What follows belongs to an exercise in optimizing a design on an open flow for small area and a short achievable clock period; a production flow would make more cautious choices.
For this run, only the layout was checked, not whether the RTL still works.

===== design.v =====
module ama_riscv_icache_resp #(
    parameter int unsigned SETS       = 16,
    parameter int unsigned LINE_WORDS = 4
) (
    input  logic                       clk,
    input  logic                       rst,
    input  logic                       imem_req_valid_i,
    output logic                       imem_req_ready_o,
    input  logic [31:0]                imem_req_data_i,
    output logic                       imem_rsp_valid_o,
    input  logic                       imem_rsp_ready_i,
    output logic [31:0]                imem_rsp_data_o,
    output logic                       mem_req_valid_o,
    input  logic                       mem_req_ready_i,
    output logic [31:0]                mem_req_data_o,
    input  logic                       mem_rsp_valid_i,
    output logic                       mem_rsp_ready_o,
    input  logic [32*LINE_WORDS-1:0]   mem_rsp_data_i,
    input  logic                       inv_all_i,
    output logic [31:0]                hit_cnt_o,
    output logic [31:0]                miss_cnt_o
);
    localparam int unsigned OFF_W  = $clog2(LINE_WORDS);
    localparam int unsigned IDX_W  = $clog2(SETS);
    localparam int unsigned TAG_W  = 32 - 2 - OFF_W - IDX_W;
    localparam int unsigned LINE_W = 32 * LINE_WORDS;
    logic               mreq_valid_q, mrsp_ready_q, refill_q, inv_pend_q;
    logic               rsp_valid_q;
    logic               acc_st_q;       
    logic               acc_free_q;     
    logic [SETS-1:0]    valid_q;
    logic [31:0]        hit_cnt_q, miss_cnt_q;
    logic [TAG_W-1:0]   addr_tag_q;
    logic [IDX_W-1:0]   addr_idx_q;
    logic [OFF_W-1:0]   addr_off_q;
    logic [31:0]        rsp_data_q;
    logic [TAG_W-1:0]   tag_q  [SETS];
    logic [TAG_W-1:0]   req_tag;
    logic [IDX_W-1:0]   req_idx;
    logic [OFF_W-1:0]   req_off;
    logic               unused_byte_off;
    assign req_tag         = imem_req_data_i[31 -: TAG_W];
    assign req_idx         = imem_req_data_i[2+OFF_W +: IDX_W];
    assign req_off         = imem_req_data_i[2 +: OFF_W];
    assign unused_byte_off = ^imem_req_data_i[1:0];
    logic req_ready, req_acc, lookup_hit, acc_hit, acc_miss;
    logic mreq_fire, mrsp_fire, rsp_hold;
    assign req_ready  = acc_free_q | (acc_st_q & imem_rsp_ready_i);
    assign req_acc    = imem_req_valid_i & req_ready;
    assign acc_hit    = req_acc & lookup_hit;
    assign acc_miss   = req_acc & ~lookup_hit;
    assign mreq_fire  = mreq_valid_q & mem_req_ready_i;
    assign mrsp_fire  = mrsp_ready_q & mem_rsp_valid_i;
    assign rsp_hold   = rsp_valid_q & ~imem_rsp_ready_i;
    localparam int unsigned RINGS = (SETS - 1) / 3;
    logic [LINE_W-1:0]  ring_q [RINGS][3];
    logic [LINE_W-1:0]  last_q;             
    logic [LINE_W-1:0]  stg_data_q;
    logic [IDX_W-1:0]   stg_idx_q;
    logic               stg_pend_q;
    logic [2:0]         ph_q;               
    logic [SETS-1:0]       idx_oh, stg_oh;
    logic [LINE_WORDS-1:0] off_oh;
    logic [2:0]            sel    [RINGS];
    logic [RINGS-1:0]      commit;
    logic                  bypass;
    logic [31:0]           lookup_word, ring_word, stg_word, refill_word;
    always_comb begin
        for (int i = 0; i < int'(SETS); i++) begin
            idx_oh[i] = (req_idx == IDX_W'(i));
            stg_oh[i] = (stg_idx_q == IDX_W'(i));
        end
        for (int w = 0; w < int'(LINE_WORDS); w++)
            off_oh[w] = (req_off == OFF_W'(w));
        for (int g = 0; g < int'(RINGS); g++) begin
            commit[g] = 1'b0;
            for (int k = 0; k < 3; k++) begin
                sel[g][k] = 1'b0;
                for (int j = 0; j < 3; j++)
                    sel[g][k] = sel[g][k] | (idx_oh[3*g+j] & ph_q[(k-j+3)%3]);
            end
            for (int j = 0; j < 3; j++)
                commit[g] = commit[g] | (stg_oh[3*g+j] & ph_q[(2-j+3)%3]);
            commit[g] = commit[g] & stg_pend_q;
        end
        bypass = stg_pend_q && (stg_idx_q == req_idx);
        ring_word = '0;
        stg_word  = '0;
        for (int w = 0; w < int'(LINE_WORDS); w++) begin
            for (int g = 0; g < int'(RINGS); g++)
                for (int k = 0; k < 3; k++)
                    ring_word = ring_word |
                        ({32{sel[g][k] & off_oh[w]}} & ring_q[g][k][w*32 +: 32]);
            ring_word = ring_word |
                ({32{idx_oh[SETS-1] & off_oh[w]}} & last_q[w*32 +: 32]);
            stg_word = stg_word | ({32{off_oh[w]}} & stg_data_q[w*32 +: 32]);
        end
        lookup_word = bypass ? stg_word : ring_word;
        refill_word = mem_rsp_data_i[addr_off_q*32 +: 32];
    end
    logic [SETS-1:0] set_eq;
    always_comb begin
        for (int i = 0; i < int'(SETS); i++)
            set_eq[i] = valid_q[i] && (tag_q[i] == req_tag);
        lookup_hit = |(set_eq & idx_oh);
    end
    logic mreq_valid_d, mrsp_ready_d, refill_d, rsp_valid_d, acc_st_d;
    logic inv_clear;
    assign mreq_valid_d = acc_miss | (mreq_valid_q & ~mem_req_ready_i);
    assign mrsp_ready_d = mreq_fire | (mrsp_ready_q & ~mem_rsp_valid_i);
    assign refill_d     = mrsp_fire;
    assign rsp_valid_d  = acc_hit | mrsp_fire | (rsp_hold & ~acc_miss);
    assign acc_st_d     = ~(mreq_valid_d | mrsp_ready_d);
    assign inv_clear    = acc_st_q & (inv_all_i | (refill_q & inv_pend_q));
    always_ff @(posedge clk or posedge rst) begin
        if (rst) begin
            mreq_valid_q <= 1'b0;
            mrsp_ready_q <= 1'b0;
            refill_q     <= 1'b0;
            inv_pend_q   <= 1'b0;
            rsp_valid_q  <= 1'b0;
            acc_st_q     <= 1'b1;
            acc_free_q   <= 1'b1;
            valid_q      <= '0;
            hit_cnt_q    <= '0;
            miss_cnt_q   <= '0;
        end else begin
            mreq_valid_q <= mreq_valid_d;
            mrsp_ready_q <= mrsp_ready_d;
            refill_q     <= refill_d;
            inv_pend_q   <= ~refill_q & (inv_pend_q | (~acc_st_q & inv_all_i));
            rsp_valid_q  <= rsp_valid_d;
            acc_st_q     <= acc_st_d;
            acc_free_q   <= acc_st_d & ~rsp_valid_d;
            for (int i = 0; i < int'(SETS); i++) begin
                if (inv_clear)
                    valid_q[i] <= 1'b0;
                else if (mrsp_fire && addr_idx_q == IDX_W'(i))
                    valid_q[i] <= 1'b1;
            end
            if (acc_hit)
                hit_cnt_q <= hit_cnt_q + 32'd1;
            if (acc_miss)
                miss_cnt_q <= miss_cnt_q + 32'd1;
        end
    end
    always_ff @(posedge clk) begin
        if (acc_st_q) begin
            addr_tag_q <= req_tag;
            addr_idx_q <= req_idx;
            addr_off_q <= req_off;
        end
    end
    always_ff @(posedge clk) begin
        if (!rsp_hold)
            rsp_data_q <= mrsp_ready_q ? refill_word : lookup_word;
    end
    always_ff @(posedge clk or posedge rst) begin
        if (rst) begin
            stg_pend_q <= 1'b0;
            ph_q       <= 3'b001;
        end else begin
            stg_pend_q <= (mrsp_fire && addr_idx_q != IDX_W'(SETS-1)) ||
                          (stg_pend_q && !(|commit));
            ph_q       <= {ph_q[1:0], ph_q[2]};
        end
    end
    always_ff @(posedge clk) begin
        if (mrsp_ready_q) begin
            stg_data_q <= mem_rsp_data_i;
            stg_idx_q  <= addr_idx_q;
        end
        if (mrsp_ready_q && addr_idx_q == IDX_W'(SETS-1))
            last_q <= mem_rsp_data_i;
        for (int g = 0; g < int'(RINGS); g++) begin
            ring_q[g][0] <= commit[g] ? stg_data_q : ring_q[g][2];
            ring_q[g][1] <= ring_q[g][0];
            ring_q[g][2] <= ring_q[g][1];
        end
    end
    always_ff @(posedge clk) begin
        for (int i = 0; i < int'(SETS); i++)
            if (mrsp_ready_q && addr_idx_q == IDX_W'(i))
                tag_q[i] <= addr_tag_q;
    end
    assign imem_req_ready_o = req_ready;
    assign imem_rsp_valid_o = rsp_valid_q;
    assign imem_rsp_data_o  = rsp_data_q;
    assign mem_req_valid_o  = mreq_valid_q;
    assign mem_req_data_o   = {addr_tag_q, addr_idx_q, (OFF_W+2)'(0)};
    assign mem_rsp_ready_o  = mrsp_ready_q;
    assign hit_cnt_o        = hit_cnt_q;
    assign miss_cnt_o       = miss_cnt_q;
endmodule

===== run.sh =====
#!/bin/bash
# synth_recipe.tcl (not shown) runs the flow's synth.tcl, then flattens the netlist and writes it again
# the make line also repeats each setting of config.mk as NAME=value (left out here)
make -C /OpenROAD-flow-scripts/flow DESIGN_CONFIG=/design/flow/config.mk WORK_HOME=/design/flow/orfs CLKGATE_MAP_FILE= SYNTH_SCRIPT=/design/flow/synth_recipe.tcl finish

===== config.mk =====
export PLATFORM = sky130hd
export DESIGN_NAME = ama_riscv_icache_resp
export DESIGN_NICKNAME = ama_riscv_icache_resp
export VERILOG_FILES = /design/flow/design.v
export SDC_FILE = /design/flow/constraint.sdc
export NUM_CORES = 4
export LEC_CHECK = 0
export CAP_MARGIN = 20
export CORE_MARGIN = 2
export CORE_UTILIZATION = 60
export CTS_BUF_LIST = sky130_fd_sc_hd__clkbuf_8 sky130_fd_sc_hd__clkbuf_16
export CTS_CLUSTER_DIAMETER = 80
export CTS_CLUSTER_SIZE = 24
export SETUP_SLACK_MARGIN = 1.4
export SLEW_MARGIN = 20
export TNS_END_PERCENT = 100

===== constraint.sdc =====
create_clock -name core_clock -period 4.0 [get_ports {clk}]
set_input_delay 0.8000 -clock core_clock [delete_from_list [all_inputs] [get_ports {clk}]]
set_output_delay 0.8000 -clock core_clock [all_outputs]
set_load 0.01 [all_outputs]

==> results.env <==
SYNTH_MUX_AREA_SHARE_PCT=11.3
IO-PIN-COUNT=299
FINAL_NET_COUNT=7841
SYNTH_TOP_CELL_AREA_SHARE_PCT=42.0
SHARE_CLK_OF_TOTAL_POWER_PCT=30.5
YS_SEQ_AREA_SHARE_PCT=67.7
MAXCAPVIOLATIONS=0
LOGIC_DEPTH_OF_THE_WORST_REGISTER_TO_REGISTER_PATH=15
TOP_CELLS_BY_AREA_SYNTH='sky130_fd_sc_hd__dfxtp_1 (42%), sky130_fd_sc_hd__edfxtp_1 (23%), sky130_fd_sc_hd__mux2_2 (8.2%)'
TOP_SIGNAL_LAYER_USED='met5'
MET2_LENGTH_UM=151000
IRDROPWORSTVDD_mV=0.437
NETLIST_TOP_CELLS_COUNT='sky130_fd_sc_hd__dfxtp_1 (1920), sky130_fd_sc_hd__edfxtp_1 (706), sky130_fd_sc_hd__a22oi_1 (691)'
CLOCK_BUFFERS_CREATED_BY_TRITONCTS=135
TIMING.CLOCK.SKEW_NS=0.0247
WL_MET1_UM=136000
SETUP.WORST_PATH.END='rsp_data_q[25]'
CLOCK_INSERTION_DELAY_AT_THE_LATER_PIN_OF_THE_SKEW_REPORT_NS=0.82
WORSTREG2REGSTART='ph_q[0]'
GLOBAL_ROUTE_TOTAL_USAGE_ACROSS_EVERY_LAYER_PCT=44.0
WL_PER_CELL_UM=36.3
XOR_XNOR_PORTION_OF_THE_SYNTHESIZED_CELL_AREA_PCT=4.18
WORSTSETUPSTARTPOINTTYPE='register'
MAX_SLEW_HEADROOM_PCT=32.0
P_LEAK_nW=45.1
WORST-SLEW-PIN-TRANSITION_NS=1.02
LAYOUT-DRIVE-GT1-SHARE_PCT=32.9
CLK_TRANSITION_REPORTED_PATHS_NS=0.09
HOLD_VIOLATIONS=0
P_SWITCHING_mW=13.3
P_INT_mW=38.6
TRITONCTS_CLOCK_TREE='yes'
WORST_EP_ARRIVAL_TIME_NS=3.96
FINALPOWER_mW=51.9
HTREE_NUM_LEVELS=4
PWR_DENSITY_CELL_nW_PER_UM2=452
SETUP_VIOL=0
CLOCK_ROOT_BUFFER='sky130_fd_sc_hd__clkbuf_16'
CRITPATHREQUIREDTIME_NS=4.64
SYN_AVG_CELL_AREA_UM2=14.2
DRT_WL_TOTAL_UM=356000
YOSYS_REGISTER_BITS=2717
INITIAL_UTILIZATION_PCT=60.3
GRT_MAX_DEGREE=130
CP_MAX_FO=10
NUM_VIAS=66500
WORST_SETUP_END_KIND='register'
VIASPERCELL=6.78
SETUP_SLACK_OF_THE_WORST_REGISTER_TO_REGISTER_PATH_NS=0.67
SYN-CELL-AREA_UM2=91400
RR_ENDPOINT='rsp_data_q[25]'
SYNTH.DISTINCT_CELLS=81
PERIOD_MINUS_SLACK_NS=3.33
WIRE_LENGTH_OF_THE_FIRST_GLOBAL_ROUTING_PASS_UM=483000
WIRE_LENGTH_ON_MET3_UM=47700
DRT.ANTENNA.VIOLATING_NETS=0
DRC_ERRORS=0
FILLERS=9641
YS.WARNINGS.COUNT=4
NETLIST_INSTANCES=6420
DIE_W_UM=394
YOSYSMOSTFREQUENTCELL='sky130_fd_sc_hd__dfxtp_1'
MAX_FREQ_MHz=301
NUMBER_OF_GLOBAL_ROUTE_VIAS_BEFORE_REPAIR=63500
CRITPATHLAUNCH='ph_q[0]'
ASYNC_RESET_FF_SHARE_PCT=3.35
YOSYS.AREA_SHARE.SIMPLE_PCT=5.80
PLACE.DETAILED.HPWL_UM=242000
SYNTH_EDF_COUNT=706
CTS_SINKS=2717
SW_FRAC_OF_TOTAL_PCT=25.6
CTSLONGESTPATHBUFFERS=3
CRITICAL_PATH_TYPE='register to register'
RUN_STATUS='timing/DRC/antenna clean'
GRT_SETUP_UNREPAIRED='true'
FIN_TNS_SETUP_NS=0
HOLDCRITPATHCLASS='input port to register'
DETAILEDROUTE.FIRSTPASSITERATIONCOUNT=8
AREA_GROWTH_SYN_TO_LAYOUT_PCT=25.8
IO_BUFFER_COUNT=292
PLACEMENTROWS=143
SYNTH-ADDER-AREA-SHARE_PCT=0.0274
PERIOD_SHARE_PCT=83.2
SYNTH-MAIN-FF-CELL='sky130_fd_sc_hd__dfxtp_1'
FIN_HOLD_WS_NS=0.269
SYNTH_AREA_LEADER_CELL='sky130_fd_sc_hd__dfxtp_1'
MAXSLEWVIOLCOUNT=0
FULL_DIE_AREA_UM2=156000
DOMINANT_COMBINATIONAL_CELL_FAMILY_BY_AREA_AFTER_SYNTHESIS='multiplexers'
ROUTABILITYCONGESTION=1.01
CORE_UM2=152000
FIRST_ITER_VIOLATIONS=10100
POWER.SHARE.SEQUENTIAL_PCT=59.0
DIE_HEIGHT_UM=394
SYNTH_COMPOUND_GATE_AREA_SHARE_PCT=8.93
COMB_POWER_SHARE_PCT=10.5
ANTENNA_FOUND_INITIAL=26
GRT.OVERFLOW.TOTAL=0
[worst min path at each step]
stage	slack, ns	from	cells after the start	endpoint
6_report	0.27	imem_req_data_i[19]	2	addr_tag_q[11]
5_1_grt	0.26	imem_req_data_i[19]	2	addr_tag_q[11]
4_1_cts	0.34	ring_q[6][87]	0	ring_q[7][87]
3_5_place_dp	0.33	ring_q[9][122]	0	ring_q[10][122]
3_3_place_gp	0.33	ring_q[12][78]	0	ring_q[13][78]
2_1_floorplan	0.32	ring_q[9][0]	0	ring_q[10][0]
[sequential cells by signal, summed over array words and instances, names as in the netlist, 2 cells and up]
name	flops
valid_q	16
last_q	128
addr_tag_q	24
stg_data_q	128
hit_cnt_q	32
stg_idx_q	4
rsp_data_q	32
tag_q	384
addr_idx_q	4
ph_q	3
addr_off_q	2
miss_cnt_q	32
ring_q	1920
[through the flow]
step	instances	area [um^2]	util [%]	setup WS, ns
after floorplan	6423	91800	-	-0.0673
after global placement	9226	105000	69.1	-0.619
after detailed placement	9226	105000	69.1	-0.507
after CTS	9671	113000	74.3	0.724
after global routing	9792	115000	75.9	0.621
final	9800	115000	75.9	0.674
[timing repair]
action                     4_1_cts  5_1_grt
gates cloned                    13        7
buffers inserted               215      103
setup endpoints to repair      673      447
resized for setup              400      256
pin swaps                      126      208
hold buffers                     0        0
[placed cells by master, fill, tap and decap left out, drive strengths merged, types with 24 or more instances in the layout]
master | Yosys | routed
nand2 | 171 | 171
dfrtp | 88 | 88
nor4 | 100 | 100
and3 | 72 | 72
a2111oi | 25 | 25
buf | 215 | 1192
dlygate4sd2 | 0 | 55
nand3 | 92 | 93
a22o | 44 | 44
clkbuf | 166 | 161
nand4 | 213 | 213
inv | 21 | 77
mux2i | 46 | 46
dfxtp | 1920 | 1920
nor3 | 57 | 57
edfxtp | 706 | 706
nor2 | 150 | 155
o21ai | 24 | 24
mux4 | 104 | 104
xnor2 | 230 | 230
a22oi | 691 | 691
a221oi | 29 | 29
a21oi | 55 | 55
xor2 | 206 | 206
a222oi | 36 | 36
o31ai | 29 | 29
mux2 | 668 | 668
clkdlybuf4s50 | 0 | 213
[final cells by class]
type / instances / area [um^2] / share of cell area, %
inverter: 22 / 85.1 / 0.0740
clock inverter: 66 / 444 / 0.386
tap: 2030 / 2540 / 2.21
clock buffer: 151 / 3720 / 3.24
sequential: 2717 / 61900 / 53.9
antenna: 18 / 45.0 / 0.0392
timing repair buffer: 1487 / 15500 / 13.5
multi-input combinational: 3309 / 30700 / 26.7
[layer usage]
layer | GRT usage [%] | up-vias
met5 | 0 | -
met4 | 20.7 | 8
met3 | 12.1 | 1083
met2 | 63.5 | 5083
met1 | 61.7 | 33600
li1 | - | 26800
[cells by family after synthesis]
kind of cell    count (synthesis)
xor+xnor                      436
simple gates                  978
flops                        2717
fa+ha+maj                       2
mux                           818
buf+inv                       403
compound gates               1065
other cells                     1
[critical path, cell delays in order (launching register included)]
cell and delay (ns):
sky130_fd_sc_hd__dfstp_4 0.73, sky130_fd_sc_hd__mux2i_4 0.11, sky130_fd_sc_hd__a2bb2oi_4 0.16, sky130_fd_sc_hd__buf_4 0.17
sky130_fd_sc_hd__buf_6 0.12, sky130_fd_sc_hd__buf_12 0.13, sky130_fd_sc_hd__buf_4 0.13, sky130_fd_sc_hd__nor2_4 0.45
sky130_fd_sc_hd__buf_12 0.23, sky130_fd_sc_hd__buf_4 0.16, sky130_fd_sc_hd__a22o_1 0.16, sky130_fd_sc_hd__a221oi_2 0.05
sky130_fd_sc_hd__nand3_1 0.13, sky130_fd_sc_hd__nor4_4 0.06, sky130_fd_sc_hd__buf_4 0.15, sky130_fd_sc_hd__o31ai_1 0.22
[power by group through the flow]
| stage | clock network, mW | registers [mW] | logic (mW) |
|---|---|---|---|
| finish | 15.8 | 30.6 | 5.45 |
| global route | 16.7 | 30.7 | 5.58 |
| CTS | 15.7 | 30.6 | 5.12 |
| detailed placement | 0 | 31.3 | 4.71 |
| global placement | 0 | 31.3 | 4.65 |
| floorplan | 0 | 31.1 | 1.71 |

## static timing again, ports no longer ideal
How much do the figures lean on ideal ports? The routed layout below was timed once more, with nothing changed but the port constraints.
Step 1 assumes that a clkbuf_16 drives the clock port and a buf_2 every other input.
Step 2 also shifts input and output timing later by t, the mid clock arrival at the registers, as if the neighbouring blocks saw the same clock.
Three values: ideal ports, drivers, drivers and shift; two values: the first two.
t (ns): 0.893
setup slack, ns: 0.674 / 0.674 / -0.075
hold slack, ns: 0.269 / 0.216 / 0.342
Met with ideal ports but missed after step 2: setup timing in this run. The setup slack of this run moves by 0.000 ns with the drivers and by -0.749 ns with both steps.
